What follows belongs to an exercise in optimizing a design on an open flow for small area, a short achievable clock period and few clock cycles per item; a production flow would make more cautious choices. Function was checked by simulation only, so behaviour that the tests miss may differ from the original. Power is estimated from default activity; no workload was simulated.

===== flow/config.mk =====
export PLATFORM = sky130hd
export DESIGN_NAME = cnn_layer_par
export DESIGN_NICKNAME = cnn_layer_par
export VERILOG_FILES = /design/flow/design.v
export SDC_FILE = /design/flow/constraint.sdc
export NUM_CORES = 4
export LEC_CHECK = 0
export CAP_MARGIN = 20
export CORE_MARGIN = 2
export CORE_UTILIZATION = 55
export CTS_CLUSTER_DIAMETER = 60
export CTS_CLUSTER_SIZE = 30
export SLEW_MARGIN = 20

===== flow/design.v =====
package cnn_pkg;
  localparam int ACC_W = 35;
  function automatic logic [15:0] sat_relu(input logic [ACC_W-1:0] acc,
                                           input logic relu);
    logic hi_ones, hi_zeros;
    logic [15:0] r;
    hi_ones  = &acc[ACC_W-1:23];
    hi_zeros = ~|acc[ACC_W-1:23];
    if (hi_ones || hi_zeros) r = acc[23:8];
    else if (acc[ACC_W-1]) r = 16'h8000;
    else r = 16'h7fff;
    if (relu && acc[ACC_W-1]) r = 16'h0000;
    sat_relu = r;
  endfunction
  function automatic logic [15:0] sat_relu_cs(input logic [ACC_W-1:0] s,
                                              input logic [ACC_W-1:0] c,
                                              input logic [ACC_W-1:0] v,
                                              input logic relu);
    localparam int N = ACC_W - 23;
    logic [N-1:0] a, b, x;
    logic ok0, ok1, cin, fits, neg;
    logic [15:0] r;
    a = s[ACC_W-1:23];
    b = c[ACC_W-1:23];
    x = a ^ b;
    ok0 = 1'b1;
    ok1 = 1'b1;
    for (int i = 0; i < N - 1; i++) begin
      ok0 = ok0 & (x[i+1] == (a[i] | b[i]));
      ok1 = ok1 & (x[i+1] != (a[i] & b[i]));
    end
    cin  = v[23] ^ x[0];
    fits = (ok0 & (x[0] == cin)) | (ok1 & (x[0] != cin));
    neg  = v[ACC_W-1];
    if (fits) r = v[23:8];
    else if (neg) r = 16'h8000;
    else r = 16'h7fff;
    if (relu && neg) r = 16'h0000;
    sat_relu_cs = r;
  endfunction
endpackage
module cnn_mac_lane (
  input  logic        clk,
  input  logic        clr,      
  input  logic [7:0]  one,      
  input  logic [7:0]  two,      
  input  logic [7:0]  neg,      
  input  logic [7:0]  negv,     
  input  logic [15:0] w,        
  input  logic        relu,
  input  logic        en,
  output logic [15:0] out
);
  logic [34:0] s_q, c_q, s_d, c_d;
  wire pp0_0 = (one[0] & w[0]) ^ neg[0];
  wire pp0_1 = ((one[0] & w[1]) | (two[0] & w[0])) ^ neg[0];
  wire pp0_2 = ((one[0] & w[2]) | (two[0] & w[1])) ^ neg[0];
  wire pp0_3 = ((one[0] & w[3]) | (two[0] & w[2])) ^ neg[0];
  wire pp0_4 = ((one[0] & w[4]) | (two[0] & w[3])) ^ neg[0];
  wire pp0_5 = ((one[0] & w[5]) | (two[0] & w[4])) ^ neg[0];
  wire pp0_6 = ((one[0] & w[6]) | (two[0] & w[5])) ^ neg[0];
  wire pp0_7 = ((one[0] & w[7]) | (two[0] & w[6])) ^ neg[0];
  wire pp0_8 = ((one[0] & w[8]) | (two[0] & w[7])) ^ neg[0];
  wire pp0_9 = ((one[0] & w[9]) | (two[0] & w[8])) ^ neg[0];
  wire pp0_10 = ((one[0] & w[10]) | (two[0] & w[9])) ^ neg[0];
  wire pp0_11 = ((one[0] & w[11]) | (two[0] & w[10])) ^ neg[0];
  wire pp0_12 = ((one[0] & w[12]) | (two[0] & w[11])) ^ neg[0];
  wire pp0_13 = ((one[0] & w[13]) | (two[0] & w[12])) ^ neg[0];
  wire pp0_14 = ((one[0] & w[14]) | (two[0] & w[13])) ^ neg[0];
  wire pp0_15 = ((one[0] & w[15]) | (two[0] & w[14])) ^ neg[0];
  wire pp0_16 = ((one[0] & w[15]) | (two[0] & w[15])) ^ negv[0];
  wire pp1_0 = (one[1] & w[0]) ^ neg[1];
  wire pp1_1 = ((one[1] & w[1]) | (two[1] & w[0])) ^ neg[1];
  wire pp1_2 = ((one[1] & w[2]) | (two[1] & w[1])) ^ neg[1];
  wire pp1_3 = ((one[1] & w[3]) | (two[1] & w[2])) ^ neg[1];
  wire pp1_4 = ((one[1] & w[4]) | (two[1] & w[3])) ^ neg[1];
  wire pp1_5 = ((one[1] & w[5]) | (two[1] & w[4])) ^ neg[1];
  wire pp1_6 = ((one[1] & w[6]) | (two[1] & w[5])) ^ neg[1];
  wire pp1_7 = ((one[1] & w[7]) | (two[1] & w[6])) ^ neg[1];
  wire pp1_8 = ((one[1] & w[8]) | (two[1] & w[7])) ^ neg[1];
  wire pp1_9 = ((one[1] & w[9]) | (two[1] & w[8])) ^ neg[1];
  wire pp1_10 = ((one[1] & w[10]) | (two[1] & w[9])) ^ neg[1];
  wire pp1_11 = ((one[1] & w[11]) | (two[1] & w[10])) ^ neg[1];
  wire pp1_12 = ((one[1] & w[12]) | (two[1] & w[11])) ^ neg[1];
  wire pp1_13 = ((one[1] & w[13]) | (two[1] & w[12])) ^ neg[1];
  wire pp1_14 = ((one[1] & w[14]) | (two[1] & w[13])) ^ neg[1];
  wire pp1_15 = ((one[1] & w[15]) | (two[1] & w[14])) ^ neg[1];
  wire pp1_16 = ((one[1] & w[15]) | (two[1] & w[15])) ^ negv[1];
  wire pp2_0 = (one[2] & w[0]) ^ neg[2];
  wire pp2_1 = ((one[2] & w[1]) | (two[2] & w[0])) ^ neg[2];
  wire pp2_2 = ((one[2] & w[2]) | (two[2] & w[1])) ^ neg[2];
  wire pp2_3 = ((one[2] & w[3]) | (two[2] & w[2])) ^ neg[2];
  wire pp2_4 = ((one[2] & w[4]) | (two[2] & w[3])) ^ neg[2];
  wire pp2_5 = ((one[2] & w[5]) | (two[2] & w[4])) ^ neg[2];
  wire pp2_6 = ((one[2] & w[6]) | (two[2] & w[5])) ^ neg[2];
  wire pp2_7 = ((one[2] & w[7]) | (two[2] & w[6])) ^ neg[2];
  wire pp2_8 = ((one[2] & w[8]) | (two[2] & w[7])) ^ neg[2];
  wire pp2_9 = ((one[2] & w[9]) | (two[2] & w[8])) ^ neg[2];
  wire pp2_10 = ((one[2] & w[10]) | (two[2] & w[9])) ^ neg[2];
  wire pp2_11 = ((one[2] & w[11]) | (two[2] & w[10])) ^ neg[2];
  wire pp2_12 = ((one[2] & w[12]) | (two[2] & w[11])) ^ neg[2];
  wire pp2_13 = ((one[2] & w[13]) | (two[2] & w[12])) ^ neg[2];
  wire pp2_14 = ((one[2] & w[14]) | (two[2] & w[13])) ^ neg[2];
  wire pp2_15 = ((one[2] & w[15]) | (two[2] & w[14])) ^ neg[2];
  wire pp2_16 = ((one[2] & w[15]) | (two[2] & w[15])) ^ negv[2];
  wire pp3_0 = (one[3] & w[0]) ^ neg[3];
  wire pp3_1 = ((one[3] & w[1]) | (two[3] & w[0])) ^ neg[3];
  wire pp3_2 = ((one[3] & w[2]) | (two[3] & w[1])) ^ neg[3];
  wire pp3_3 = ((one[3] & w[3]) | (two[3] & w[2])) ^ neg[3];
  wire pp3_4 = ((one[3] & w[4]) | (two[3] & w[3])) ^ neg[3];
  wire pp3_5 = ((one[3] & w[5]) | (two[3] & w[4])) ^ neg[3];
  wire pp3_6 = ((one[3] & w[6]) | (two[3] & w[5])) ^ neg[3];
  wire pp3_7 = ((one[3] & w[7]) | (two[3] & w[6])) ^ neg[3];
  wire pp3_8 = ((one[3] & w[8]) | (two[3] & w[7])) ^ neg[3];
  wire pp3_9 = ((one[3] & w[9]) | (two[3] & w[8])) ^ neg[3];
  wire pp3_10 = ((one[3] & w[10]) | (two[3] & w[9])) ^ neg[3];
  wire pp3_11 = ((one[3] & w[11]) | (two[3] & w[10])) ^ neg[3];
  wire pp3_12 = ((one[3] & w[12]) | (two[3] & w[11])) ^ neg[3];
  wire pp3_13 = ((one[3] & w[13]) | (two[3] & w[12])) ^ neg[3];
  wire pp3_14 = ((one[3] & w[14]) | (two[3] & w[13])) ^ neg[3];
  wire pp3_15 = ((one[3] & w[15]) | (two[3] & w[14])) ^ neg[3];
  wire pp3_16 = ((one[3] & w[15]) | (two[3] & w[15])) ^ negv[3];
  wire pp4_0 = (one[4] & w[0]) ^ neg[4];
  wire pp4_1 = ((one[4] & w[1]) | (two[4] & w[0])) ^ neg[4];
  wire pp4_2 = ((one[4] & w[2]) | (two[4] & w[1])) ^ neg[4];
  wire pp4_3 = ((one[4] & w[3]) | (two[4] & w[2])) ^ neg[4];
  wire pp4_4 = ((one[4] & w[4]) | (two[4] & w[3])) ^ neg[4];
  wire pp4_5 = ((one[4] & w[5]) | (two[4] & w[4])) ^ neg[4];
  wire pp4_6 = ((one[4] & w[6]) | (two[4] & w[5])) ^ neg[4];
  wire pp4_7 = ((one[4] & w[7]) | (two[4] & w[6])) ^ neg[4];
  wire pp4_8 = ((one[4] & w[8]) | (two[4] & w[7])) ^ neg[4];
  wire pp4_9 = ((one[4] & w[9]) | (two[4] & w[8])) ^ neg[4];
  wire pp4_10 = ((one[4] & w[10]) | (two[4] & w[9])) ^ neg[4];
  wire pp4_11 = ((one[4] & w[11]) | (two[4] & w[10])) ^ neg[4];
  wire pp4_12 = ((one[4] & w[12]) | (two[4] & w[11])) ^ neg[4];
  wire pp4_13 = ((one[4] & w[13]) | (two[4] & w[12])) ^ neg[4];
  wire pp4_14 = ((one[4] & w[14]) | (two[4] & w[13])) ^ neg[4];
  wire pp4_15 = ((one[4] & w[15]) | (two[4] & w[14])) ^ neg[4];
  wire pp4_16 = ((one[4] & w[15]) | (two[4] & w[15])) ^ negv[4];
  wire pp5_0 = (one[5] & w[0]) ^ neg[5];
  wire pp5_1 = ((one[5] & w[1]) | (two[5] & w[0])) ^ neg[5];
  wire pp5_2 = ((one[5] & w[2]) | (two[5] & w[1])) ^ neg[5];
  wire pp5_3 = ((one[5] & w[3]) | (two[5] & w[2])) ^ neg[5];
  wire pp5_4 = ((one[5] & w[4]) | (two[5] & w[3])) ^ neg[5];
  wire pp5_5 = ((one[5] & w[5]) | (two[5] & w[4])) ^ neg[5];
  wire pp5_6 = ((one[5] & w[6]) | (two[5] & w[5])) ^ neg[5];
  wire pp5_7 = ((one[5] & w[7]) | (two[5] & w[6])) ^ neg[5];
  wire pp5_8 = ((one[5] & w[8]) | (two[5] & w[7])) ^ neg[5];
  wire pp5_9 = ((one[5] & w[9]) | (two[5] & w[8])) ^ neg[5];
  wire pp5_10 = ((one[5] & w[10]) | (two[5] & w[9])) ^ neg[5];
  wire pp5_11 = ((one[5] & w[11]) | (two[5] & w[10])) ^ neg[5];
  wire pp5_12 = ((one[5] & w[12]) | (two[5] & w[11])) ^ neg[5];
  wire pp5_13 = ((one[5] & w[13]) | (two[5] & w[12])) ^ neg[5];
  wire pp5_14 = ((one[5] & w[14]) | (two[5] & w[13])) ^ neg[5];
  wire pp5_15 = ((one[5] & w[15]) | (two[5] & w[14])) ^ neg[5];
  wire pp5_16 = ((one[5] & w[15]) | (two[5] & w[15])) ^ negv[5];
  wire pp6_0 = (one[6] & w[0]) ^ neg[6];
  wire pp6_1 = ((one[6] & w[1]) | (two[6] & w[0])) ^ neg[6];
  wire pp6_2 = ((one[6] & w[2]) | (two[6] & w[1])) ^ neg[6];
  wire pp6_3 = ((one[6] & w[3]) | (two[6] & w[2])) ^ neg[6];
  wire pp6_4 = ((one[6] & w[4]) | (two[6] & w[3])) ^ neg[6];
  wire pp6_5 = ((one[6] & w[5]) | (two[6] & w[4])) ^ neg[6];
  wire pp6_6 = ((one[6] & w[6]) | (two[6] & w[5])) ^ neg[6];
  wire pp6_7 = ((one[6] & w[7]) | (two[6] & w[6])) ^ neg[6];
  wire pp6_8 = ((one[6] & w[8]) | (two[6] & w[7])) ^ neg[6];
  wire pp6_9 = ((one[6] & w[9]) | (two[6] & w[8])) ^ neg[6];
  wire pp6_10 = ((one[6] & w[10]) | (two[6] & w[9])) ^ neg[6];
  wire pp6_11 = ((one[6] & w[11]) | (two[6] & w[10])) ^ neg[6];
  wire pp6_12 = ((one[6] & w[12]) | (two[6] & w[11])) ^ neg[6];
  wire pp6_13 = ((one[6] & w[13]) | (two[6] & w[12])) ^ neg[6];
  wire pp6_14 = ((one[6] & w[14]) | (two[6] & w[13])) ^ neg[6];
  wire pp6_15 = ((one[6] & w[15]) | (two[6] & w[14])) ^ neg[6];
  wire pp6_16 = ((one[6] & w[15]) | (two[6] & w[15])) ^ negv[6];
  wire pp7_0 = (one[7] & w[0]) ^ neg[7];
  wire pp7_1 = ((one[7] & w[1]) | (two[7] & w[0])) ^ neg[7];
  wire pp7_2 = ((one[7] & w[2]) | (two[7] & w[1])) ^ neg[7];
  wire pp7_3 = ((one[7] & w[3]) | (two[7] & w[2])) ^ neg[7];
  wire pp7_4 = ((one[7] & w[4]) | (two[7] & w[3])) ^ neg[7];
  wire pp7_5 = ((one[7] & w[5]) | (two[7] & w[4])) ^ neg[7];
  wire pp7_6 = ((one[7] & w[6]) | (two[7] & w[5])) ^ neg[7];
  wire pp7_7 = ((one[7] & w[7]) | (two[7] & w[6])) ^ neg[7];
  wire pp7_8 = ((one[7] & w[8]) | (two[7] & w[7])) ^ neg[7];
  wire pp7_9 = ((one[7] & w[9]) | (two[7] & w[8])) ^ neg[7];
  wire pp7_10 = ((one[7] & w[10]) | (two[7] & w[9])) ^ neg[7];
  wire pp7_11 = ((one[7] & w[11]) | (two[7] & w[10])) ^ neg[7];
  wire pp7_12 = ((one[7] & w[12]) | (two[7] & w[11])) ^ neg[7];
  wire pp7_13 = ((one[7] & w[13]) | (two[7] & w[12])) ^ neg[7];
  wire pp7_14 = ((one[7] & w[14]) | (two[7] & w[13])) ^ neg[7];
  wire pp7_15 = ((one[7] & w[15]) | (two[7] & w[14])) ^ neg[7];
  wire pp7_16 = ((one[7] & w[15]) | (two[7] & w[15])) ^ negv[7];
  wire hs0, hc0;
  assign {hc0, hs0} = {1'b0, s_q[12]} + {1'b0, c_q[12]};
  wire hs1, hc1;
  assign {hc1, hs1} = {1'b0, s_q[13]} + {1'b0, c_q[13]};
  wire fs0, fc0;
  assign {fc0, fs0} = {1'b0, s_q[14]} + {1'b0, c_q[14]} + {1'b0, neg[7]};
  wire hs2, hc2;
  assign {hc2, hs2} = {1'b0, pp0_14} + {1'b0, pp1_12};
  wire fs1, fc1;
  assign {fc1, fs1} = {1'b0, s_q[15]} + {1'b0, c_q[15]} + {1'b0, pp0_15};
  wire hs3, hc3;
  assign {hc3, hs3} = {1'b0, pp1_13} + {1'b0, pp2_11};
  wire fs2, fc2;
  assign {fc2, fs2} = {1'b0, s_q[16]} + {1'b0, c_q[16]} + {1'b0, pp0_16};
  wire hs4, hc4;
  assign {hc4, hs4} = {1'b0, pp1_14} + {1'b0, pp2_12};
  wire fs3, fc3;
  assign {fc3, fs3} = {1'b0, s_q[17]} + {1'b0, c_q[17]} + {1'b0, pp1_15};
  wire hs5, hc5;
  assign {hc5, hs5} = {1'b0, s_q[18]} + {1'b0, c_q[18]};
  wire hs6, hc6;
  assign {hc6, hs6} = {1'b0, s_q[6]} + {1'b0, c_q[6]};
  wire hs7, hc7;
  assign {hc7, hs7} = {1'b0, s_q[7]} + {1'b0, c_q[7]};
  wire fs4, fc4;
  assign {fc4, fs4} = {1'b0, s_q[8]} + {1'b0, c_q[8]} + {1'b0, neg[4]};
  wire hs8, hc8;
  assign {hc8, hs8} = {1'b0, pp0_8} + {1'b0, pp1_6};
  wire fs5, fc5;
  assign {fc5, fs5} = {1'b0, s_q[9]} + {1'b0, c_q[9]} + {1'b0, pp0_9};
  wire hs9, hc9;
  assign {hc9, hs9} = {1'b0, pp1_7} + {1'b0, pp2_5};
  wire fs6, fc6;
  assign {fc6, fs6} = {1'b0, s_q[10]} + {1'b0, c_q[10]} + {1'b0, neg[5]};
  wire fs7, fc7;
  assign {fc7, fs7} = {1'b0, pp0_10} + {1'b0, pp1_8} + {1'b0, pp2_6};
  wire hs10, hc10;
  assign {hc10, hs10} = {1'b0, pp3_4} + {1'b0, pp4_2};
  wire fs8, fc8;
  assign {fc8, fs8} = {1'b0, s_q[11]} + {1'b0, c_q[11]} + {1'b0, pp0_11};
  wire fs9, fc9;
  assign {fc9, fs9} = {1'b0, pp1_9} + {1'b0, pp2_7} + {1'b0, pp3_5};
  wire hs11, hc11;
  assign {hc11, hs11} = {1'b0, pp4_3} + {1'b0, pp5_1};
  wire fs10, fc10;
  assign {fc10, fs10} = {1'b0, neg[6]} + {1'b0, hs0} + {1'b0, pp0_12};
  wire fs11, fc11;
  assign {fc11, fs11} = {1'b0, pp1_10} + {1'b0, pp2_8} + {1'b0, pp3_6};
  wire fs12, fc12;
  assign {fc12, fs12} = {1'b0, pp4_4} + {1'b0, pp5_2} + {1'b0, pp6_0};
  wire fs13, fc13;
  assign {fc13, fs13} = {1'b0, hc0} + {1'b0, hs1} + {1'b0, pp0_13};
  wire fs14, fc14;
  assign {fc14, fs14} = {1'b0, pp1_11} + {1'b0, pp2_9} + {1'b0, pp3_7};
  wire fs15, fc15;
  assign {fc15, fs15} = {1'b0, pp4_5} + {1'b0, pp5_3} + {1'b0, pp6_1};
  wire fs16, fc16;
  assign {fc16, fs16} = {1'b0, hc1} + {1'b0, fs0} + {1'b0, pp2_10};
  wire fs17, fc17;
  assign {fc17, fs17} = {1'b0, pp3_8} + {1'b0, pp4_6} + {1'b0, pp5_4};
  wire fs18, fc18;
  assign {fc18, fs18} = {1'b0, pp6_2} + {1'b0, pp7_0} + {1'b0, hs2};
  wire fs19, fc19;
  assign {fc19, fs19} = {1'b0, fc0} + {1'b0, pp3_9} + {1'b0, pp4_7};
  wire fs20, fc20;
  assign {fc20, fs20} = {1'b0, pp5_5} + {1'b0, pp6_3} + {1'b0, pp7_1};
  wire fs21, fc21;
  assign {fc21, fs21} = {1'b0, hc2} + {1'b0, hs3} + {1'b0, fs1};
  wire fs22, fc22;
  assign {fc22, fs22} = {1'b0, pp3_10} + {1'b0, pp4_8} + {1'b0, pp5_6};
  wire fs23, fc23;
  assign {fc23, fs23} = {1'b0, pp6_4} + {1'b0, pp7_2} + {1'b0, hc3};
  wire fs24, fc24;
  assign {fc24, fs24} = {1'b0, hs4} + {1'b0, fc1} + {1'b0, fs2};
  wire fs25, fc25;
  assign {fc25, fs25} = {1'b0, pp2_13} + {1'b0, pp3_11} + {1'b0, pp4_9};
  wire fs26, fc26;
  assign {fc26, fs26} = {1'b0, pp5_7} + {1'b0, pp6_5} + {1'b0, pp7_3};
  wire fs27, fc27;
  assign {fc27, fs27} = {1'b0, hc4} + {1'b0, fc2} + {1'b0, fs3};
  wire fs28, fc28;
  assign {fc28, fs28} = {1'b0, hs5} + {1'b0, pp1_16} + {1'b0, pp2_14};
  wire fs29, fc29;
  assign {fc29, fs29} = {1'b0, pp3_12} + {1'b0, pp4_10} + {1'b0, pp5_8};
  wire fs30, fc30;
  assign {fc30, fs30} = {1'b0, pp6_6} + {1'b0, pp7_4} + {1'b0, fc3};
  wire fs31, fc31;
  assign {fc31, fs31} = {1'b0, s_q[19]} + {1'b0, c_q[19]} + {1'b0, hc5};
  wire fs32, fc32;
  assign {fc32, fs32} = {1'b0, pp2_15} + {1'b0, pp3_13} + {1'b0, pp4_11};
  wire fs33, fc33;
  assign {fc33, fs33} = {1'b0, pp5_9} + {1'b0, pp6_7} + {1'b0, pp7_5};
  wire fs34, fc34;
  assign {fc34, fs34} = {1'b0, s_q[20]} + {1'b0, c_q[20]} + {1'b0, pp2_16};
  wire fs35, fc35;
  assign {fc35, fs35} = {1'b0, pp3_14} + {1'b0, pp4_12} + {1'b0, pp5_10};
  wire hs12, hc12;
  assign {hc12, hs12} = {1'b0, pp6_8} + {1'b0, pp7_6};
  wire fs36, fc36;
  assign {fc36, fs36} = {1'b0, s_q[21]} + {1'b0, c_q[21]} + {1'b0, pp3_15};
  wire fs37, fc37;
  assign {fc37, fs37} = {1'b0, pp4_13} + {1'b0, pp5_11} + {1'b0, pp6_9};
  wire fs38, fc38;
  assign {fc38, fs38} = {1'b0, s_q[22]} + {1'b0, c_q[22]} + {1'b0, pp3_16};
  wire hs13, hc13;
  assign {hc13, hs13} = {1'b0, pp4_14} + {1'b0, pp5_12};
  wire fs39, fc39;
  assign {fc39, fs39} = {1'b0, s_q[23]} + {1'b0, c_q[23]} + {1'b0, pp4_15};
  wire hs14, hc14;
  assign {hc14, hs14} = {1'b0, s_q[24]} + {1'b0, c_q[24]};
  wire hs15, hc15;
  assign {hc15, hs15} = {1'b0, s_q[2]} + {1'b0, c_q[2]};
  wire hs16, hc16;
  assign {hc16, hs16} = {1'b0, s_q[3]} + {1'b0, c_q[3]};
  wire fs40, fc40;
  assign {fc40, fs40} = {1'b0, s_q[4]} + {1'b0, c_q[4]} + {1'b0, neg[2]};
  wire hs17, hc17;
  assign {hc17, hs17} = {1'b0, pp0_4} + {1'b0, pp1_2};
  wire fs41, fc41;
  assign {fc41, fs41} = {1'b0, s_q[5]} + {1'b0, c_q[5]} + {1'b0, pp0_5};
  wire hs18, hc18;
  assign {hc18, hs18} = {1'b0, pp1_3} + {1'b0, pp2_1};
  wire fs42, fc42;
  assign {fc42, fs42} = {1'b0, neg[3]} + {1'b0, hs6} + {1'b0, pp0_6};
  wire fs43, fc43;
  assign {fc43, fs43} = {1'b0, pp1_4} + {1'b0, pp2_2} + {1'b0, pp3_0};
  wire fs44, fc44;
  assign {fc44, fs44} = {1'b0, hc6} + {1'b0, hs7} + {1'b0, pp0_7};
  wire fs45, fc45;
  assign {fc45, fs45} = {1'b0, pp1_5} + {1'b0, pp2_3} + {1'b0, pp3_1};
  wire fs46, fc46;
  assign {fc46, fs46} = {1'b0, hc7} + {1'b0, fs4} + {1'b0, pp2_4};
  wire fs47, fc47;
  assign {fc47, fs47} = {1'b0, pp3_2} + {1'b0, pp4_0} + {1'b0, hs8};
  wire fs48, fc48;
  assign {fc48, fs48} = {1'b0, fc4} + {1'b0, pp3_3} + {1'b0, pp4_1};
  wire fs49, fc49;
  assign {fc49, fs49} = {1'b0, hc8} + {1'b0, hs9} + {1'b0, fs5};
  wire fs50, fc50;
  assign {fc50, fs50} = {1'b0, fs6} + {1'b0, pp5_0} + {1'b0, hc9};
  wire fs51, fc51;
  assign {fc51, fs51} = {1'b0, hs10} + {1'b0, fc5} + {1'b0, fs7};
  wire fs52, fc52;
  assign {fc52, fs52} = {1'b0, fc6} + {1'b0, hc10} + {1'b0, hs11};
  wire fs53, fc53;
  assign {fc53, fs53} = {1'b0, fc7} + {1'b0, fs8} + {1'b0, fs9};
  wire fs54, fc54;
  assign {fc54, fs54} = {1'b0, hc11} + {1'b0, fc8} + {1'b0, fc9};
  wire fs55, fc55;
  assign {fc55, fs55} = {1'b0, fs10} + {1'b0, fs11} + {1'b0, fs12};
  wire fs56, fc56;
  assign {fc56, fs56} = {1'b0, fc10} + {1'b0, fc11} + {1'b0, fc12};
  wire fs57, fc57;
  assign {fc57, fs57} = {1'b0, fs13} + {1'b0, fs14} + {1'b0, fs15};
  wire fs58, fc58;
  assign {fc58, fs58} = {1'b0, fc13} + {1'b0, fc14} + {1'b0, fc15};
  wire fs59, fc59;
  assign {fc59, fs59} = {1'b0, fs16} + {1'b0, fs17} + {1'b0, fs18};
  wire fs60, fc60;
  assign {fc60, fs60} = {1'b0, fc16} + {1'b0, fc17} + {1'b0, fs19};
  wire fs61, fc61;
  assign {fc61, fs61} = {1'b0, fs20} + {1'b0, fc18} + {1'b0, fs21};
  wire fs62, fc62;
  assign {fc62, fs62} = {1'b0, fc19} + {1'b0, fc20} + {1'b0, fs22};
  wire fs63, fc63;
  assign {fc63, fs63} = {1'b0, fs23} + {1'b0, fc21} + {1'b0, fs24};
  wire fs64, fc64;
  assign {fc64, fs64} = {1'b0, fc22} + {1'b0, fs25} + {1'b0, fs26};
  wire fs65, fc65;
  assign {fc65, fs65} = {1'b0, fc23} + {1'b0, fc24} + {1'b0, fs27};
  wire fs66, fc66;
  assign {fc66, fs66} = {1'b0, fc25} + {1'b0, fc26} + {1'b0, fs28};
  wire fs67, fc67;
  assign {fc67, fs67} = {1'b0, fs29} + {1'b0, fs30} + {1'b0, fc27};
  wire fs68, fc68;
  assign {fc68, fs68} = {1'b0, fs31} + {1'b0, fc28} + {1'b0, fc29};
  wire fs69, fc69;
  assign {fc69, fs69} = {1'b0, fs32} + {1'b0, fs33} + {1'b0, fc30};
  wire fs70, fc70;
  assign {fc70, fs70} = {1'b0, fc31} + {1'b0, hs12} + {1'b0, fc32};
  wire fs71, fc71;
  assign {fc71, fs71} = {1'b0, fc33} + {1'b0, fs34} + {1'b0, fs35};
  wire fs72, fc72;
  assign {fc72, fs72} = {1'b0, pp7_7} + {1'b0, hc12} + {1'b0, fc34};
  wire fs73, fc73;
  assign {fc73, fs73} = {1'b0, fc35} + {1'b0, fs36} + {1'b0, fs37};
  wire fs74, fc74;
  assign {fc74, fs74} = {1'b0, pp6_10} + {1'b0, pp7_8} + {1'b0, hs13};
  wire fs75, fc75;
  assign {fc75, fs75} = {1'b0, fc36} + {1'b0, fc37} + {1'b0, fs38};
  wire fs76, fc76;
  assign {fc76, fs76} = {1'b0, pp5_13} + {1'b0, pp6_11} + {1'b0, pp7_9};
  wire fs77, fc77;
  assign {fc77, fs77} = {1'b0, hc13} + {1'b0, fc38} + {1'b0, fs39};
  wire fs78, fc78;
  assign {fc78, fs78} = {1'b0, hs14} + {1'b0, pp4_16} + {1'b0, pp5_14};
  wire fs79, fc79;
  assign {fc79, fs79} = {1'b0, pp6_12} + {1'b0, pp7_10} + {1'b0, fc39};
  wire fs80, fc80;
  assign {fc80, fs80} = {1'b0, s_q[25]} + {1'b0, c_q[25]} + {1'b0, hc14};
  wire fs81, fc81;
  assign {fc81, fs81} = {1'b0, pp5_15} + {1'b0, pp6_13} + {1'b0, pp7_11};
  wire fs82, fc82;
  assign {fc82, fs82} = {1'b0, s_q[26]} + {1'b0, c_q[26]} + {1'b0, pp5_16};
  wire hs19, hc19;
  assign {hc19, hs19} = {1'b0, pp6_14} + {1'b0, pp7_12};
  wire fs83, fc83;
  assign {fc83, fs83} = {1'b0, s_q[27]} + {1'b0, c_q[27]} + {1'b0, pp6_15};
  wire hs20, hc20;
  assign {hc20, hs20} = {1'b0, s_q[28]} + {1'b0, c_q[28]};
  wire hs21, hc21;
  assign {hc21, hs21} = {1'b0, s_q[0]} + {1'b0, c_q[0]};
  wire hs22, hc22;
  assign {hc22, hs22} = {1'b0, s_q[1]} + {1'b0, c_q[1]};
  wire fs84, fc84;
  assign {fc84, fs84} = {1'b0, neg[1]} + {1'b0, hs15} + {1'b0, pp0_2};
  wire fs85, fc85;
  assign {fc85, fs85} = {1'b0, hc15} + {1'b0, hs16} + {1'b0, pp0_3};
  wire fs86, fc86;
  assign {fc86, fs86} = {1'b0, hc16} + {1'b0, fs40} + {1'b0, pp2_0};
  wire fs87, fc87;
  assign {fc87, fs87} = {1'b0, fc40} + {1'b0, hc17} + {1'b0, hs18};
  wire fs88, fc88;
  assign {fc88, fs88} = {1'b0, hc18} + {1'b0, fc41} + {1'b0, fs42};
  wire fs89, fc89;
  assign {fc89, fs89} = {1'b0, fc42} + {1'b0, fc43} + {1'b0, fs44};
  wire fs90, fc90;
  assign {fc90, fs90} = {1'b0, fc44} + {1'b0, fc45} + {1'b0, fs46};
  wire fs91, fc91;
  assign {fc91, fs91} = {1'b0, fc46} + {1'b0, fs48} + {1'b0, fc47};
  wire fs92, fc92;
  assign {fc92, fs92} = {1'b0, fc48} + {1'b0, fs50} + {1'b0, fc49};
  wire fs93, fc93;
  assign {fc93, fs93} = {1'b0, fc50} + {1'b0, fs52} + {1'b0, fc51};
  wire fs94, fc94;
  assign {fc94, fs94} = {1'b0, fc52} + {1'b0, fs54} + {1'b0, fc53};
  wire fs95, fc95;
  assign {fc95, fs95} = {1'b0, fc54} + {1'b0, fs56} + {1'b0, fc55};
  wire fs96, fc96;
  assign {fc96, fs96} = {1'b0, fc56} + {1'b0, fs58} + {1'b0, fc57};
  wire fs97, fc97;
  assign {fc97, fs97} = {1'b0, fc58} + {1'b0, fs60} + {1'b0, fc59};
  wire fs98, fc98;
  assign {fc98, fs98} = {1'b0, fc60} + {1'b0, fs62} + {1'b0, fc61};
  wire fs99, fc99;
  assign {fc99, fs99} = {1'b0, fc62} + {1'b0, fs64} + {1'b0, fc63};
  wire fs100, fc100;
  assign {fc100, fs100} = {1'b0, fc64} + {1'b0, fs66} + {1'b0, fc65};
  wire fs101, fc101;
  assign {fc101, fs101} = {1'b0, fs68} + {1'b0, fc66} + {1'b0, fc67};
  wire fs102, fc102;
  assign {fc102, fs102} = {1'b0, fc68} + {1'b0, fs70} + {1'b0, fs71};
  wire fs103, fc103;
  assign {fc103, fs103} = {1'b0, fc70} + {1'b0, fs72} + {1'b0, fc71};
  wire fs104, fc104;
  assign {fc104, fs104} = {1'b0, fs74} + {1'b0, fc72} + {1'b0, fc73};
  wire fs105, fc105;
  assign {fc105, fs105} = {1'b0, fs76} + {1'b0, fc74} + {1'b0, fc75};
  wire fs106, fc106;
  assign {fc106, fs106} = {1'b0, fc76} + {1'b0, fs78} + {1'b0, fs79};
  wire fs107, fc107;
  assign {fc107, fs107} = {1'b0, fs80} + {1'b0, fc78} + {1'b0, fs81};
  wire fs108, fc108;
  assign {fc108, fs108} = {1'b0, fc80} + {1'b0, hs19} + {1'b0, fc81};
  wire fs109, fc109;
  assign {fc109, fs109} = {1'b0, pp7_13} + {1'b0, hc19} + {1'b0, fc82};
  wire fs110, fc110;
  assign {fc110, fs110} = {1'b0, hs20} + {1'b0, pp6_16} + {1'b0, pp7_14};
  wire fs111, fc111;
  assign {fc111, fs111} = {1'b0, s_q[29]} + {1'b0, c_q[29]} + {1'b0, hc20};
  wire hs23, hc23;
  assign {hc23, hs23} = {1'b0, s_q[30]} + {1'b0, c_q[30]};
  wire hs24, hc24;
  assign {hc24, hs24} = {1'b0, neg[0]} + {1'b0, hs21};
  wire fs112, fc112;
  assign {fc112, fs112} = {1'b0, hc21} + {1'b0, hs22} + {1'b0, pp0_1};
  wire fs113, fc113;
  assign {fc113, fs113} = {1'b0, hc22} + {1'b0, pp1_0} + {1'b0, fs84};
  wire fs114, fc114;
  assign {fc114, fs114} = {1'b0, pp1_1} + {1'b0, fc84} + {1'b0, fs85};
  wire fs115, fc115;
  assign {fc115, fs115} = {1'b0, hs17} + {1'b0, fc85} + {1'b0, fs86};
  wire fs116, fc116;
  assign {fc116, fs116} = {1'b0, fc86} + {1'b0, fs41} + {1'b0, fs87};
  wire fs117, fc117;
  assign {fc117, fs117} = {1'b0, fs43} + {1'b0, fc87} + {1'b0, fs88};
  wire fs118, fc118;
  assign {fc118, fs118} = {1'b0, fs45} + {1'b0, fc88} + {1'b0, fs89};
  wire fs119, fc119;
  assign {fc119, fs119} = {1'b0, fs47} + {1'b0, fc89} + {1'b0, fs90};
  wire fs120, fc120;
  assign {fc120, fs120} = {1'b0, fc90} + {1'b0, fs49} + {1'b0, fs91};
  wire fs121, fc121;
  assign {fc121, fs121} = {1'b0, fs51} + {1'b0, fc91} + {1'b0, fs92};
  wire fs122, fc122;
  assign {fc122, fs122} = {1'b0, fs53} + {1'b0, fc92} + {1'b0, fs93};
  wire fs123, fc123;
  assign {fc123, fs123} = {1'b0, fs55} + {1'b0, fc93} + {1'b0, fs94};
  wire fs124, fc124;
  assign {fc124, fs124} = {1'b0, fs57} + {1'b0, fc94} + {1'b0, fs95};
  wire fs125, fc125;
  assign {fc125, fs125} = {1'b0, fs59} + {1'b0, fc95} + {1'b0, fs96};
  wire fs126, fc126;
  assign {fc126, fs126} = {1'b0, fc96} + {1'b0, fs61} + {1'b0, fs97};
  wire fs127, fc127;
  assign {fc127, fs127} = {1'b0, fs63} + {1'b0, fc97} + {1'b0, fs98};
  wire fs128, fc128;
  assign {fc128, fs128} = {1'b0, fs65} + {1'b0, fc98} + {1'b0, fs99};
  wire fs129, fc129;
  assign {fc129, fs129} = {1'b0, fs67} + {1'b0, fc99} + {1'b0, fs100};
  wire fs130, fc130;
  assign {fc130, fs130} = {1'b0, fs69} + {1'b0, fc100} + {1'b0, fs101};
  wire fs131, fc131;
  assign {fc131, fs131} = {1'b0, fc69} + {1'b0, fs102} + {1'b0, fc101};
  wire fs132, fc132;
  assign {fc132, fs132} = {1'b0, fs73} + {1'b0, fc102} + {1'b0, fs103};
  wire fs133, fc133;
  assign {fc133, fs133} = {1'b0, fs75} + {1'b0, fc103} + {1'b0, fs104};
  wire fs134, fc134;
  assign {fc134, fs134} = {1'b0, fs77} + {1'b0, fc104} + {1'b0, fs105};
  wire fs135, fc135;
  assign {fc135, fs135} = {1'b0, fc77} + {1'b0, fc105} + {1'b0, fs106};
  wire fs136, fc136;
  assign {fc136, fs136} = {1'b0, fc79} + {1'b0, fs107} + {1'b0, fc106};
  wire fs137, fc137;
  assign {fc137, fs137} = {1'b0, fs82} + {1'b0, fs108} + {1'b0, fc107};
  wire fs138, fc138;
  assign {fc138, fs138} = {1'b0, fs83} + {1'b0, fc108} + {1'b0, fs109};
  wire fs139, fc139;
  assign {fc139, fs139} = {1'b0, fc83} + {1'b0, fs110} + {1'b0, fc109};
  wire fs140, fc140;
  assign {fc140, fs140} = {1'b0, fs111} + {1'b0, pp7_15} + {1'b0, fc110};
  wire fs141, fc141;
  assign {fc141, fs141} = {1'b0, hs23} + {1'b0, fc111} + {1'b0, pp7_16};
  wire fs142, fc142;
  assign {fc142, fs142} = {1'b0, s_q[31]} + {1'b0, c_q[31]} + {1'b0, hc23};
  wire hs25, hc25;
  assign {hc25, hs25} = {1'b0, s_q[32]} + {1'b0, c_q[32]};
  wire hs26, hc26;
  assign {hc26, hs26} = {1'b0, s_q[33]} + {1'b0, c_q[33]};
  wire hs27, hc27;
  assign {hc27, hs27} = {1'b0, s_q[34]} + {1'b0, c_q[34]};
  assign s_d = {hc26, hc25, hs25, fs142, fs141, fs140, fc138, fc137, fs137, fc135, fc134, fc133, fc132, fs132, fc130, fc129, fc128, fc127, fc126, fc125, fc124, fc123, fc122, fc121, fc120, fc119, fc118, fc117, fc116, fc115, fc114, fc113, fc112, hc24, hs24};
  assign c_d = {hs27, hs26, fc142, fc141, fc140, fc139, fs139, fs138, fc136, fs136, fs135, fs134, fs133, fc131, fs131, fs130, fs129, fs128, fs127, fs126, fs125, fs124, fs123, fs122, fs121, fs120, fs119, fs118, fs117, fs116, fs115, fs114, fs113, fs112, pp0_0};
  always_ff @(posedge clk) begin
    if (clr) begin
      s_q <= 35'h500030080;   
      c_q <= '0;
    end else begin
      s_q <= s_d;
      c_q <= c_d;
    end
  end
  logic [34:0] v;
  logic [15:0] res;
  assign v = s_q + c_q;
  always_comb begin
    res = cnn_pkg::sat_relu_cs(s_q, c_q, v, relu);
    if (!en) res = '0;
  end
  always_ff @(posedge clk) out <= res;
endmodule
module cnn_layer_par (
  input  logic         clk,
  input  logic         reset,
  input  logic         start,
  input  logic [3:0]   ch_en,
  input  logic         relu_en,
  input  logic         wt_we,
  input  logic [1:0]   wt_ch,
  input  logic [0:0]   wt_w,
  input  logic [3:0]   wt_tap,
  input  logic [15:0]  wt_data,
  input  logic         in_valid,
  output logic         in_ready,
  input  logic [63:0]  in_data,
  output logic [127:0] out_data,
  output logic [3:0]   finished
);
  logic       busy_q;      
  logic [8:0] tap_q;       
  logic       rdy_q;
  logic [3:0] en_q, fin_q;
  logic       relu_q;
  logic       first_q;     
  logic       p1_q;        
  logic       p2_q;        
  logic       clr_q;       
  logic       go, hs;
  assign go = start & ~busy_q;
  assign hs = in_valid & rdy_q & (busy_q | start);
  always_ff @(posedge clk) begin
    if (reset) begin
      busy_q  <= 1'b0;
      tap_q   <= 9'd1;
      rdy_q   <= 1'b1;
      en_q    <= '0;
      relu_q  <= 1'b0;
      fin_q   <= '0;
      first_q <= 1'b0;
      p1_q    <= 1'b0;
      p2_q    <= 1'b0;
      clr_q   <= 1'b1;
    end else begin
      clr_q   <= p2_q;
      first_q <= hs & tap_q[0];
      p1_q    <= hs & tap_q[8];
      p2_q    <= p1_q;
      if (go) begin
        busy_q <= 1'b1;
        en_q   <= ch_en;
        relu_q <= relu_en;
        fin_q  <= '0;
      end else if (p2_q) begin
        busy_q <= 1'b0;
        fin_q  <= '1;
      end else if (busy_q) begin
        fin_q  <= fin_q | ~en_q;    
      end
      if (p2_q) begin
        tap_q <= 9'd1;
        rdy_q <= 1'b1;
      end else if (hs) begin
        tap_q <= tap_q << 1;
        rdy_q <= ~tap_q[8];
      end
    end
  end
  logic [15:0] wt_q [72];
  logic        wv_q;         
  logic        wclr_q;       
  logic [2:0]  wl_q;         
  logic [8:0]  wt1_q;        
  logic [15:0] wd_q;         
  logic        wt_ok;
  assign wt_ok = wt_we & ~busy_q & (wt_tap < 4'd9);
  always_ff @(posedge clk) begin
    wclr_q <= reset;
    wv_q   <= ~reset & wt_ok;
    wl_q   <= {wt_ch, wt_w};
    wd_q   <= wt_data;
    for (int t = 0; t < 9; t++) wt1_q[t] <= (wt_tap == 4'(t));
  end
  for (genvar i = 0; i < 72; i++) begin : g_wt
    localparam int L = i / 9;
    localparam int T = i % 9;
    wire wen = wclr_q | (wv_q && wl_q == 3'(L) && wt1_q[T]);
    always_ff @(posedge clk) begin
      if (wen) wt_q[i] <= wclr_q ? 16'd0 : wd_q;
    end
  end
  logic [7:0]  one_q [4];
  logic [7:0]  two_q [4];
  logic [7:0]  neg_q [4];
  logic [7:0]  negv_q [4];
  logic [15:0] w_q   [8];
  for (genvar c = 0; c < 4; c++) begin : g_enc
    logic [16:0] xe;
    logic [7:0] one_d, two_d, neg_d, negv_d;
    assign xe = {in_data[16*c +: 16], 1'b0};
    always_comb begin
      for (int j = 0; j < 8; j++) begin
        one_d[j] = hs & (xe[2*j+1] ^ xe[2*j]);
        two_d[j] = hs & ((xe[2*j+2] & ~xe[2*j+1] & ~xe[2*j]) | (~xe[2*j+2] & xe[2*j+1] & xe[2*j]));
        neg_d[j] = hs & xe[2*j+2];
        negv_d[j] = hs & ~xe[2*j+2];
      end
    end
    always_ff @(posedge clk) begin
      one_q[c] <= one_d;
      two_q[c] <= two_d;
      neg_q[c] <= neg_d;
      negv_q[c] <= negv_d;
    end
  end
  for (genvar l = 0; l < 8; l++) begin : g_wsel
    logic [15:0] ws;
    always_comb begin
      ws = '0;
      for (int t = 0; t < 9; t++) begin
        ws = ws | (wt_q[l*9 + t] & {16{tap_q[t]}});
      end
    end
    wire hit = wclr_q | (wv_q && wl_q == 3'(l) && |(wt1_q & tap_q));
    always_ff @(posedge clk) w_q[l] <= hit ? (wclr_q ? 16'd0 : wd_q) : ws;
  end
  for (genvar l = 0; l < 8; l++) begin : g_lane
    cnn_mac_lane u_lane (
      .clk   (clk),
      .clr (go),
      .one   (one_q[l/2]),
      .two   (two_q[l/2]),
      .neg   (neg_q[l/2]),
      .negv  (negv_q[l/2]),
      .w     (w_q[l]),
      .relu  (relu_q),
      .en    (en_q[l/2]),
      .out   (out_data[16*l +: 16])
    );
  end
  assign in_ready = rdy_q;
  assign finished = fin_q;
endmodule

===== flow/constraint.sdc =====
create_clock -name core_clock -period 11.0 [get_ports {clk}]
set_input_delay 2.2000 -clock core_clock [delete_from_list [all_inputs] [get_ports {clk}]]
set_output_delay 2.2000 -clock core_clock [all_outputs]
set_load 0.01 [all_outputs]

===== flow/flow/run.sh =====
#!/bin/bash
set -euo pipefail
MARGIN=${MARGIN:-7.2}
bash standard.sh SETUP_SLACK_MARGIN=$MARGIN finish > standard_flow.log 2>&1

===== flow/standard.sh =====
#!/bin/bash
# synth_recipe.tcl (not shown) runs the flow's synth.tcl, then flattens the netlist and writes it again
# the make line also repeats each setting of config.mk as NAME=value (left out here)
make -C /OpenROAD-flow-scripts/flow DESIGN_CONFIG=/design/flow/config.mk WORK_HOME=/design/flow/orfs CLKGATE_MAP_FILE= SYNTH_SCRIPT=/design/flow/synth_recipe.tcl "${@:-finish}"

==> reports/results.ini, run 1 <==
[synth]
synthCells=11470
synth_compound_area_frac=0.1339
synth.cell_area_um2=129700
yosysTopAreaCell=edfxtp_1
yosys.area_share.adder=0.2240
synth_ff_type=edfxtp_1
synthMuxAreaShare=0.001216
synth.area.top_cells=edfxtp_1 (27%), fa_1 (18%), dfxtp_1 (15%)
yosysMostFrequentCell=inv_1
synth_top_family_by_area=adder cells
synth-seq-cells=2148
synth_edf_count=1152
yosys_warnings=14
synth_top_area_share=0.2667
synth-simple-area-share=0.06237
synth-seq-area-share=0.4205
synth-xor-area-share=0.09338
syn-num-nets=13190
synthTopCellsByCount=inv_1 (1270), a22oi_1 (1220), fa_1 (1161), edfxtp_1 (1152), dfxtp_1 (996)
synthArstFlopShare=0
synthDistinctLibCells=97
post_synth.cell_area_avg_um2=11.31

[power]
power_frac_comb=0.435
p_int_mw=18.61
pwr-share-seq=0.350
clockPowerShare=0.215
ir_worst_vdd_uv=195.6
total_power_mw=30.64
p_sw_frac=0.3926
p_sw_mw=12.03
powerDensity_nw_per_um2=217.5
p_leak_nw=53.70

[global_routing]
grt_pass1_wl_um=575600
overflow=0
grt_pass1_vias=90570
antenna_found_initial=17
grt.total_usage=0.3178
grt_max_degree=157

[clock_network]
clk_path_buf_depth=3
cts_tree=done
numCtsBuffers=163
ctsHoldBuffers=0
cts_max_level=4
cts-root-buf=clkbuf_16
clock_latency_ns=0.89
cts_sinks=2148
clk_pin_slew_ns=0.10

[floorplanning]
core.rowCount=178
fp.coreArea_um2=234700
start_util=0.5525
die_h_um=489.6
dieArea_um2=239700
die_w_um=489.6
ios=230

[worst_setup_path]
worst-path-buf-inv=2
cp-start-kind=flop
max_stage_delay_ns=0.82
path_cells=buf_4 -> buf_4 -> a222oi_1 -> nand3_1 -> a221oi_1 -> a211oi_1
cp_top_family=buffers and inverters
cp_slowest_cell=a211oi_1
cp_max_fo=55
worst_ep_arrival_time_ns=4.46
path_class=flop to flop
worstSetupEndpointType=flop
path_common_cell=buf_4
critPathRequiredTime_ns=11.66

[sta]
max_freq_mhz=263.1
hold_viol_final=0
skew_ns=0.05631
worst_pin_slew_ns=1.134
setup-violations-final=0
fin_crit_sh=0.3456
min_period_ns=3.801
max-slew-margin-rel=0.2434
rsz0062_at_grt=yes
setup_ws_ns=7.199
final.setup.tns_ns=0
drv_slew=0

[place]
port_buffers=229
place_ws_ns=5.399
post-place-cells=14080
dpl.hpwl_um=244600
gp_congestion=0.8993

[cells_and_area]
drive_above_1_share=0.06718
multi_input_area_um2=67160
seqCellArea_um2=54840
finalNonFillerCells=14430
fin_nets=12850
syn_to_final_growth_pct=8.660
fillers=19350

[route]
vias=87950
post-route-drc-count=0
routedWlPerCell_um=26.37
drt_wl_total_um=380500
antenna_left=0
via_per_inst=6.096
drtPass1Iterations=9
drt_iter0_drc=9524

[run]
drv_cap=0

[run_status]
outcome=timing/DRC/antenna clean

[min_path]
min_path_type=flop to flop

## final cells by class
cell class / instances / area share
Sequential cell: 2148 / 0.3892
Clock buffer: 178 / 0.03014
Antenna cell: 9 / 0.0001598
Timing Repair Buffer: 434 / 0.02928
Tap cell: 3150 / 0.02797
Clock inverter: 127 / 0.01244
Inverter: 1280 / 0.03427
Multi-Input combinational cell: 7102 / 0.4766
## stage by stage
step | hold WS, ns | area (µm²) | utilization
final | 0.4551 | 140900 | 0.6003
after global routing | 0.4676 | 140900 | 0.6002
after CTS | 0.4464 | 140000 | 0.5965
after detailed placement | 0.4269 | 133900 | 0.5703
after global placement | 0.4205 | 133900 | 0.5703
after floorplan | 0.4138 | 129700 | -
## power groups by stage
stage	clock network, mW	registers (mW)	logic (mW)
final	6.60	10.7	13.3
after global routing	7.00	10.8	15.4
after CTS	6.71	10.7	13.4
after detailed placement	0	10.9	13.3
after global placement	0	10.8	13.0
after floorplan	0	10.4	9.98
## state kept, by name, indices dropped and copies added, names as in the netlist, 3 cells and up
signal and flops:
en_q 4, negv_q 32, one_q 32, g_lane.u_lane.c_q 280, g_lane.u_lane.out 128, neg_q 32, g_lane.u_lane.s_q 280, wt1_q 9
wl_q 3, tap_q 9, wd_q 16, fin_q 4, w_q 128, wt_q 1152, two_q 32
## path summary, 6_finish.rpt
path                         start                 end  slack [ns]  cells past startpoint
min reg2reg        p1_q$_SDFF_PP0_     p2_q$_SDFF_PP0_        0.46                      1
min                p1_q$_SDFF_PP0_     p2_q$_SDFF_PP0_        0.46                      1
max reg2reg  tap_q[5]$_SDFFE_PP0P_  w_q[1][14]$_DFF_P_        7.20                      6
max          tap_q[5]$_SDFFE_PP0P_  w_q[1][14]$_DFF_P_        7.20                      6
## timing repair
action,in CTS,in global routing
setup endpoints to repair,544,304
buffers inserted,0,28
endpoints found under the hold margin,0,0
gates cloned,2,8
pin swaps,3,21
resized for setup,238,176
## layer usage
layer / track usage / part of all wire
met1: 0.4551 / 0.42
met2: 0.4976 / 0.46
met3: 0.05857 / 0.092
met4: 0.08727 / 0.026
met5: 0 / 0.00011
## placed cells by master (no fill, tap or decap), types with 172 or more instances in the layout
| cell | n |
|---|---|
| a22oi_1 | 1213 |
| nor2_1 | 638 |
| fa_1 | 1160 |
| nand2_1 | 309 |
| xor2_1 | 689 |
| dfxtp_1 | 856 |
| nand3_1 | 178 |
| clkbuf_16 | 172 |
| a21oi_1 | 249 |
| inv_1 | 1270 |
| edfxtp_1 | 1152 |
| ha_1 | 464 |
| and2_1 | 317 |
| xnor2_1 | 685 |
## kinds of logic (layout without fill, tap and decap cells)
logic type,count (synthesis),after routing
compound gates,2375,2375
xor+xnor,1381,1381
fa+ha+maj,1625,1625
buf+inv,2217,2019
flops,2148,2148
mux,13,13
other cells,0,9
simple gates,1706,1708
Testbench counts, summed over its fixed seeds: cycles 2,816, passes 256.
==> inputs of run 2 (changes only) <==
==> flow/flow/run.sh (replaced) <==
#!/bin/bash
set -euo pipefail
MARGIN=${MARGIN:-7.5}
bash standard.sh SETUP_SLACK_MARGIN=$MARGIN finish > standard_flow.log 2>&1
==> run 2 against run 1 <==
Effect of this change: final cell count grew 0.90%; clock power grew 3.3%; sequential power is essentially flat; via count grew 1.3%; setup slack gained 0.19 ns; global-route usage grew 0.71 points; core utilization grew 1.5 points; fmax grew 5.3%; critical endpoint is now finished[0].
==> reports/results.ini, run 2 <==
[run_status]
outcome=timing/DRC/antenna clean

[clock_network]
clk_pin_slew_ns=0.10
cts_sinks=2148
cts_max_level=4
cts-root-buf=clkbuf_16
clock_latency_ns=0.89
cts_tree=done
ctsHoldBuffers=0
clk_path_buf_depth=3
numCtsBuffers=162

[run]
drv_cap=0

[power]
p_int_mw=18.95
total_power_mw=31.10
clockPowerShare=0.219
p_sw_mw=12.15
p_leak_nw=54.76
p_sw_frac=0.3906
ir_worst_vdd_uv=190.4
power_frac_comb=0.436
powerDensity_nw_per_um2=215.4
pwr-share-seq=0.345

[route]
vias=89070
drt_iter0_drc=9838
via_per_inst=6.118
drt_wl_total_um=392500
routedWlPerCell_um=26.96
antenna_left=0
post-route-drc-count=0
drtPass1Iterations=8

[floorplanning]
die_w_um=489.6
dieArea_um2=239700
core.rowCount=178
fp.coreArea_um2=234700
ios=230
start_util=0.5525
die_h_um=489.6

[worst_setup_path]
worstSetupEndpointType=output pin
worst-path-buf-inv=1
max_stage_delay_ns=0.42
worst_ep_arrival_time_ns=1.41
cp_max_fo=2
path_cells=buf_6
cp_slowest_cell=dfxtp_4
cp_top_family=flip-flops
path_class=flop to output pin
cp-start-kind=flop
critPathRequiredTime_ns=8.80

[synth]
synth-seq-area-share=0.4205
synthDistinctLibCells=97
synth_ff_type=edfxtp_1
synth.cell_area_um2=129700
yosysTopAreaCell=edfxtp_1
post_synth.cell_area_avg_um2=11.31
synthCells=11470
synth_top_area_share=0.2667
yosys_warnings=14
synth_edf_count=1152
syn-num-nets=13190
synth.area.top_cells=edfxtp_1 (27%), fa_1 (18%), dfxtp_1 (15%)
synth-seq-cells=2148
synthArstFlopShare=0
synthTopCellsByCount=inv_1 (1270), a22oi_1 (1220), fa_1 (1161), edfxtp_1 (1152), dfxtp_1 (996)
yosysMostFrequentCell=inv_1

[cells_and_area]
seqCellArea_um2=55210
finalNonFillerCells=14560
reg_top3=wt_q: 1152 flops, g_lane.u_lane.c_q: 280 flops, g_lane.u_lane.s_q: 280 flops
layout_commonest_cell=inv_1
stdcell_area_um2=144400
syn_to_final_growth_pct=11.33
fin_nets=12980
fillers=18830
regMostFlops=wt_q
multi_input_area_um2=67910
final_core_util=0.6151
drive_above_1_share=0.1172
largest_register_ffs=1152
layout_common_cells=inv_1 (1243), a22oi_1 (1170), edfxtp_1 (1152)

[place]
placed_area_um2=133900
port_buffers=229
post-place-cells=14070
dpl.hpwl_um=244600
place_ws_ns=5.787
gp_congestion=0.8974

[sta]
hold_slack_ns=0.4570
final.setup.tns_ns=0
min_period_ns=3.608
setup-violations-final=0
max_freq_mhz=277.1
drv_slew=0
skew_ns=0.05412
setup_ws_ns=7.392
hold_viol_final=0
fin_crit_sh=0.3280
worst_pin_slew_ns=1.127
rsz0062_at_grt=yes
max-slew-margin-rel=0.2481

[global_routing]
grt_max_degree=198
grt_pass1_wl_um=584000
antenna_found_initial=21
grt.total_usage=0.3249
grt_pass1_vias=90380
overflow=0

[min_path]
min_path_type=flop to flop

## run 2: cell counts after synthesis
No cell type changed its count.
## run 2: power groups by stage
stage	Clock [mW]	Sequential [mW]	Combinational (mW)
CTS	6.93	10.7	13.5
global placement	0	10.9	12.9
floorplan	0	10.4	9.99
detailed placement	0	10.9	13.2
finish	6.82	10.7	13.6
global route	7.21	10.8	15.7
## run 2: worst paths after layout
kind                          from                                  end  slack (ns)  cells after the start
max          fin_q[0]$_SDFFE_PP0P_                          finished[0]        7.39                      1
min                p1_q$_SDFF_PP0_                      p2_q$_SDFF_PP0_        0.46                      1
max reg2reg    two_q[1][0]$_DFF_P_  g_lane[3].u_lane.c_q[16]$_SDFF_PP0_        7.53                     11
min reg2reg        p1_q$_SDFF_PP0_                      p2_q$_SDFF_PP0_        0.46                      1
## run 2: cells by family after synthesis
group	Yosys count	synth area share
xor gates and xnor gates	1381	0.09338
adders and majority gates	1625	0.2240
buffers and inverters	2217	0.06461
AOI/OAI and AO/OA	2375	0.1339
DFF	2148	0.4205
and+or+nand+nor	1706	0.06237
muxes	13	0.001216
## run 2: final cells by class
type / count / area share
tap: 3150 / 0.02730
inverter: 1280 / 0.03362
multi-input combinational: 7101 / 0.4703
timing repair buffer: 569 / 0.04290
clock inverter: 124 / 0.01396
sequential: 2148 / 0.3824
clock buffer: 179 / 0.02939
antenna: 7 / 0.0001213
## run 2: metal layers
metal / GRT usage / vias up / part of all wire
li1: - / 38720 / -
met1: 0.4665 / 45190 / 0.42
met2: 0.4960 / 4401 / 0.45
met3: 0.06595 / 749 / 0.10
met4: 0.1037 / 12 / 0.034
met5: 0 / - / 0.00020
## run 2: timing repair
item,CTS,global route
setup buffers,106,54
cloned,16,5
endpoints found under the setup margin,837,449
pin swaps,91,206
resized for setup,1091,345
==> inputs of run 3 (changes only) <==
--- a/flow/config.mk
+++ b/flow/config.mk
@@ -8,6 +8,6 @@
 export CAP_MARGIN = 20
 export CORE_MARGIN = 2
 export CORE_UTILIZATION = 55
-export CTS_CLUSTER_DIAMETER = 60
-export CTS_CLUSTER_SIZE = 30
+export CTS_CLUSTER_DIAMETER = 70
+export CTS_CLUSTER_SIZE = 36
 export SLEW_MARGIN = 20
==> run 3 against run 2 <==
Effect of this change: still clean; register-to-register slack worse by 0.06 ns; area after synthesis unchanged; global-route usage about the same; core utilization down 0.58 points; setup slack better by 0.0033 ns; die area unchanged; sequential share of layout area up 0.34 points; cell area down 0.94%; sequential cell count unchanged; first-iteration DRC count up 1.4%; hold slack better by 0.0018 ns; final cell count down 0.43%; critical path type unchanged; largest cell class unchanged.
==> reports/results.ini, run 3 <==
[worst_setup_path]
r2r-end=g_lane[6].u_lane.c_q[18]$_SDFF_PP0_
critPathRequiredTime_ns=8.80
reg2regPathDepth=10
worst-path-buf-inv=1
cp_slowest_cell=dfxtp_4
worstSetupEndpointType=output pin
path_cells=buf_6
rr_startpoint=w_q[6][15]$_DFF_P_
cp-start-kind=flop
ff2ff_setup_slack_ns=7.47
worst_ep_arrival_time_ns=1.41
path_class=flop to output pin
max_stage_delay_ns=0.43
cp_max_fo=2
cp_top_family=flip-flops

[cells_and_area]
drive_above_1_share=0.1111
reg_top3=wt_q: 1152 flops, g_lane.u_lane.c_q: 280 flops, g_lane.u_lane.s_q: 280 flops
stdcell_area_um2=143000
layout_commonest_cell=inv_1
fillers=18960
regMostFlops=wt_q
syn_to_final_growth_pct=10.29
fin_nets=12940
final_core_util=0.6093
layout_common_cells=inv_1 (1246), a22oi_1 (1176), edfxtp_1 (1152)
largest_register_ffs=1152

[global_routing]
grt_max_degree=198
grt.total_usage=0.3246
overflow=0
antenna_found_initial=24
grt_pass1_vias=90140
grt_pass1_wl_um=583200

[min_path]
min_path_type=flop to flop
min-delay-start=p1_q$_SDFF_PP0_
min_to=p2_q$_SDFF_PP0_
holdPathStages=1

[clock_network]
cts_sinks=2148
numCtsBuffers=141
cts_max_level=4
cts_tree=done
clk_pin_slew_ns=0.12
cts-root-buf=clkbuf_16
clock_latency_ns=0.88
ctsHoldBuffers=0
clk_path_buf_depth=3

[synth]
synth_top_family_by_area=adder cells
synth.area.top_cells=edfxtp_1 (27%), fa_1 (18%), dfxtp_1 (15%)
yosys.area_share.adder=0.2240
synth-seq-cells=2148
yosys_warnings=14
post_synth.cell_area_avg_um2=11.31
synthMuxAreaShare=0.001216
yosysMostFrequentCell=inv_1
synthArstFlopShare=0
synth_top_area_share=0.2667
synthDistinctLibCells=97
synth_compound_area_frac=0.1339
synth_ff_type=edfxtp_1
synth-simple-area-share=0.06237
synth-xor-area-share=0.09338
synthTopCellsByCount=inv_1 (1270), a22oi_1 (1220), fa_1 (1161), edfxtp_1 (1152), dfxtp_1 (996)
syn-num-nets=13190
synthCells=11470
yosysTopAreaCell=edfxtp_1
synth-seq-area-share=0.4205
synth_edf_count=1152
synth.cell_area_um2=129700

[route]
wirelength_met1_um=164500
antenna_left=0
vias=88730
routedWlPerCell_um=26.87
via_per_inst=6.121
wl_met2_um=174400
drt_iter0_drc=9973
drtPass1Iterations=8
post-route-drc-count=0
highest_layer=met5
drt_wl_total_um=389500
wl_met3_um=37730

[sta]
skew_ns=0.07251
hold_viol_final=0
max_freq_mhz=277.4
drv_slew=0
worst_pin_slew_ns=1.169
min_period_ns=3.605
rsz0062_at_grt=yes
max-slew-margin-rel=0.2199
final.setup.tns_ns=0
fin_crit_sh=0.3277
setup-violations-final=0

[power]
total_power_mw=30.30
power_frac_comb=0.446
pwr-share-seq=0.354
powerDensity_nw_per_um2=211.9
p_leak_nw=54.15
ir_worst_vdd_uv=149.9
p_sw_frac=0.3921
p_sw_mw=11.88
clockPowerShare=0.201
p_int_mw=18.42

[floorplanning]
dieArea_um2=239700
die_h_um=489.6
ios=230
start_util=0.5525
fp.coreArea_um2=234700
core.rowCount=178
die_w_um=489.6

[place]
port_buffers=229
dpl.hpwl_um=244600
placed_area_um2=133900
gp_congestion=0.8974

[run]
drv_cap=0

[run_status]
outcome=timing/DRC/antenna clean

==> run 3: cell counts after synthesis <==
Identical to the previous run, type by type.
==> run 3: power groups by stage <==
stage                     registers [mW]  logic (mW)  clock network, mW
after floorplan                     10.4        9.99                  0
after global placement              10.9        12.9                  0
after detailed placement            10.9        13.2                  0
after CTS                           10.7        13.5               6.19
after global routing                10.8        15.6               6.46
final                               10.7        13.5               6.08
==> run 3: worst max-delay path by stage <==
| stage | startpoint | to | slack, ns | depth (start not counted) |
|---|---|---|---|---|
| 2_1_floorplan | w_q[7][14]$_DFF_P_ | g_lane[7].u_lane.c_q[18]$_SDFF_PP0_ | 7.44 | 11 |
| 3_3_place_gp | start | en_q[0]$_SDFFE_PP0P_ | 5.78 | 6 |
| 3_5_place_dp | start | en_q[3]$_SDFFE_PP0P_ | 5.79 | 6 |
| 4_1_cts | fin_q[0]$_SDFFE_PP0P_ | finished[0] | 7.35 | 1 |
| 5_1_grt | fin_q[0]$_SDFFE_PP0P_ | finished[0] | 7.37 | 1 |
| 6_report | fin_q[0]$_SDFFE_PP0P_ | finished[0] | 7.39 | 1 |
==> run 3: per-stage QoR <==
step	worst slack, ns	instances	hold WS, ns
after floorplan	7.444	11470	0.4138
after global placement	5.783	14070	0.4192
after detailed placement	5.787	14070	0.4344
after CTS	7.350	14450	0.4582
after global routing	7.372	14490	0.4762
final	7.395	14500	0.4588
==> run 3: area by class of cell <==
class	count	area (µm²)	area share
Multi-Input combinational cell	7101	67830	0.4742
Sequential cell	2148	55180	0.3858
Timing Repair Buffer	548	5938	0.04152
Inverter	1280	4855	0.03394
Tap cell	3150	3941	0.02756
Clock buffer	155	3737	0.02613
Clock inverter	104	1523	0.01065
Antenna cell	10	25.02	0.0001750
==> run 3: metal layers <==
metal / vias to the layer above / global-route usage
met1: 45130 / 0.4656
met5: - / 0
met2: 4323 / 0.4966
met4: 14 / 0.1028
met3: 649 / 0.06595
li1: 38620 / -
==> run 3: repair_timing <==
| action | CTS | global route |
|---|---|---|
| buffers inserted | 104 | 39 |
| pin swaps | 88 | 187 |
| gates resized for setup | 1097 | 299 |
| endpoints found under the setup margin | 841 | 414 |
| cloned | 16 | 1 |
==> run 3: cell families (layout without fill, tap and decap cells) <==
kind of cell / after synthesis / in the layout
buffers and inverters: 2217 / 2087
adder cells (fa/ha/maj): 1625 / 1625
multiplexers: 13 / 13
AO/OA/AOI/OAI: 2375 / 2375
AND/OR/NAND/NOR: 1706 / 1707
flip-flops: 2148 / 2148
XOR/XNOR: 1381 / 1381
other: 0 / 10
==> inputs of run 4 (changes only) <==
==> flow/flow/run.sh (replaced) <==
#!/bin/bash
set -euo pipefail
MARGIN=${MARGIN:-7.65}
bash standard.sh SETUP_SLACK_MARGIN=$MARGIN \
  "BUFFER_PORTS_ARGS=-buffer_cell sky130_fd_sc_hd__buf_4" finish > standard_flow.log 2>&1
--- a/flow/config.mk
+++ b/flow/config.mk
@@ -8,6 +8,6 @@
 export CAP_MARGIN = 20
 export CORE_MARGIN = 2
 export CORE_UTILIZATION = 55
-export CTS_CLUSTER_DIAMETER = 70
-export CTS_CLUSTER_SIZE = 36
+export CTS_CLUSTER_DIAMETER = 60
+export CTS_CLUSTER_SIZE = 30
 export SLEW_MARGIN = 20
==> run 4 against run 3 <==
Effect of this change: still clean on timing, DRC and antenna; global-route usage rose by 0.91 points; die area did not move; core utilization rose by 2.1 points; area after synthesis did not move; combinational power rose by 5%; cell area rose by 3.5%; wire length rose by 4.4%; hold slack got worse by 0.0083 ns; fmax fell by 1.5%; via count rose by 2.3%; sequential power barely moved; sequential cell count did not move.
==> reports/results.ini, run 4 <==
[global_routing]
overflow=0
grt_max_degree=160
antenna_found_initial=25

[route]
drt_iter0_drc=10420
via_per_inst=6.173
post-route-drc-count=0
drtPass1Iterations=8

[cells_and_area]
fillers=18420
fin_nets=13130
regMostFlops=wt_q
drive_above_1_share=0.1714
reg_top3=wt_q: 1152 flops, g_lane.u_lane.c_q: 280 flops, g_lane.u_lane.s_q: 280 flops
final_core_util=0.6305
largest_register_ffs=1152

[worst_setup_path]
path_cells=buf_6
rr_startpoint=one_q[0][0]$_DFF_P_
r2r-end=g_lane[0].u_lane.c_q[16]$_SDFF_PP0_
path_class=flop to output pin
cp-start-kind=flop
worst-path-buf-inv=1
reg2regPathDepth=12

[min_path]
min_to=p2_q$_SDFF_PP0_
min-delay-start=p1_q$_SDFF_PP0_

[clock_network]
ctsHoldBuffers=0
clock_latency_ns=0.89
clk_path_buf_depth=3

[power]
p_sw_frac=0.3900
power_frac_comb=0.449

[place]
port_buffers=229
gp_congestion=0.8837
placed_area_um2=133500

[floorplanning]
start_util=0.5525
core.rowCount=178
fp.coreArea_um2=234700
ios=230
die_h_um=489.6

[sta]
rsz0062_at_grt=yes
drv_slew=0
final.setup.tns_ns=0
hold_viol_final=0
skew_ns=0.05682
max-slew-margin-rel=0.1424
setup-violations-final=0

[run]
drv_cap=0

[synth]
synth.cell_area_um2=129700
synth_ff_type=edfxtp_1
yosysMostFrequentCell=inv_1
synth-seq-cells=2148

[run_status]
outcome=timing/DRC/antenna clean

## run 4: changes by cell type in the layout (fill, tap and decap cells not counted), moves of 56 or more
cell / delta
fa_2: +126
fa_1: -126
buf_12: +61
a22oi_1: -90
buf_4: +169
buf_2: -56
a22oi_2: +90
buf_6: +66
dfxtp_1: -60
clkdlybuf4s50_1: -95
## run 4: what timing repair did
item | 4_1_cts | 5_1_grt
endpoints found under the setup margin | 659 | 626
gates cloned | 26 | 18
gates resized for setup | 877 | 587
pin swaps | 190 | 328
buffers inserted | 147 | 127
## run 4: final cells by class
cell class                 instances  area share
tap                             3150     0.02663
inverter                        1280     0.03289
timing repair buffer             715     0.05821
clock buffer                     175     0.02878
clock inverter                   127     0.01195
sequential                      2148      0.3741
multi-input combinational       7103      0.4672
antenna                           12   0.0002029
## run 4: worst max-delay path by stage
stage                                      from                                  end  depth (start not counted)
after global routing      fin_q[1]$_SDFFE_PP0P_                          finished[1]                          1
after detailed placement                  start  g_lane[6].u_lane.s_q[23]$_SDFF_PP0_                          5
final                     fin_q[0]$_SDFFE_PP0P_                          finished[0]                          1
after floorplan             one_q[1][0]$_DFF_P_  g_lane[3].u_lane.c_q[16]$_SDFF_PP0_                         12
after CTS                 fin_q[0]$_SDFFE_PP0P_                          finished[0]                          1
after global placement                    start  g_lane[6].u_lane.c_q[29]$_SDFF_PP0_                          5
## run 4: power groups by stage
stage	logic, mW	registers [mW]	clock network (mW)
floorplan	10.0	10.4	0
global placement	12.9	10.9	0
detailed placement	13.2	10.9	0
CTS	13.7	10.7	6.78
global route	16.2	10.8	7.07
finish	14.2	10.7	6.68
## run 4: logic make-up after synthesis
kind of cell / synth area share
compound gates: 0.1339
buf+inv: 0.06461
xor+xnor: 0.09338
simple gates: 0.06237
mux: 0.001216
fa+ha+maj: 0.2240
flops: 0.4205
## run 4: per-layer routing
metal / share of wire / global-route usage / vias up
li1: - / - / 39050
met1: 0.42 / 0.4786 / 46170
met2: 0.44 / 0.5079 / 4806
met3: 0.10 / 0.06928 / 778
met4: 0.036 / 0.1093 / 6
met5: 0.000086 / 0 / -
## run 4: metrics by stage
stage | std cells | total power, mW | hold WS (ns) | setup slack, ns
2_1_floorplan | 11470 | 20.41 | 0.4138 | 7.525
3_3_place_gp | 14080 | 23.77 | 0.4271 | 6.087
3_5_place_dp | 14080 | 24.10 | 0.4392 | 6.045
4_1_cts | 14550 | 31.23 | 0.4537 | 7.273
5_1_grt | 14700 | 34.12 | 0.4672 | 7.311
6_report | 14710 | 31.59 | 0.4505 | 7.340

Setup slack of run 4, layout unchanged: 7.340 ns with ideal ports, 7.248 ns with driving cells assumed (clock clkbuf_16, inputs buf_2), 6.582 ns with port delays also shifted by the 0.951 ns mid clock arrival.
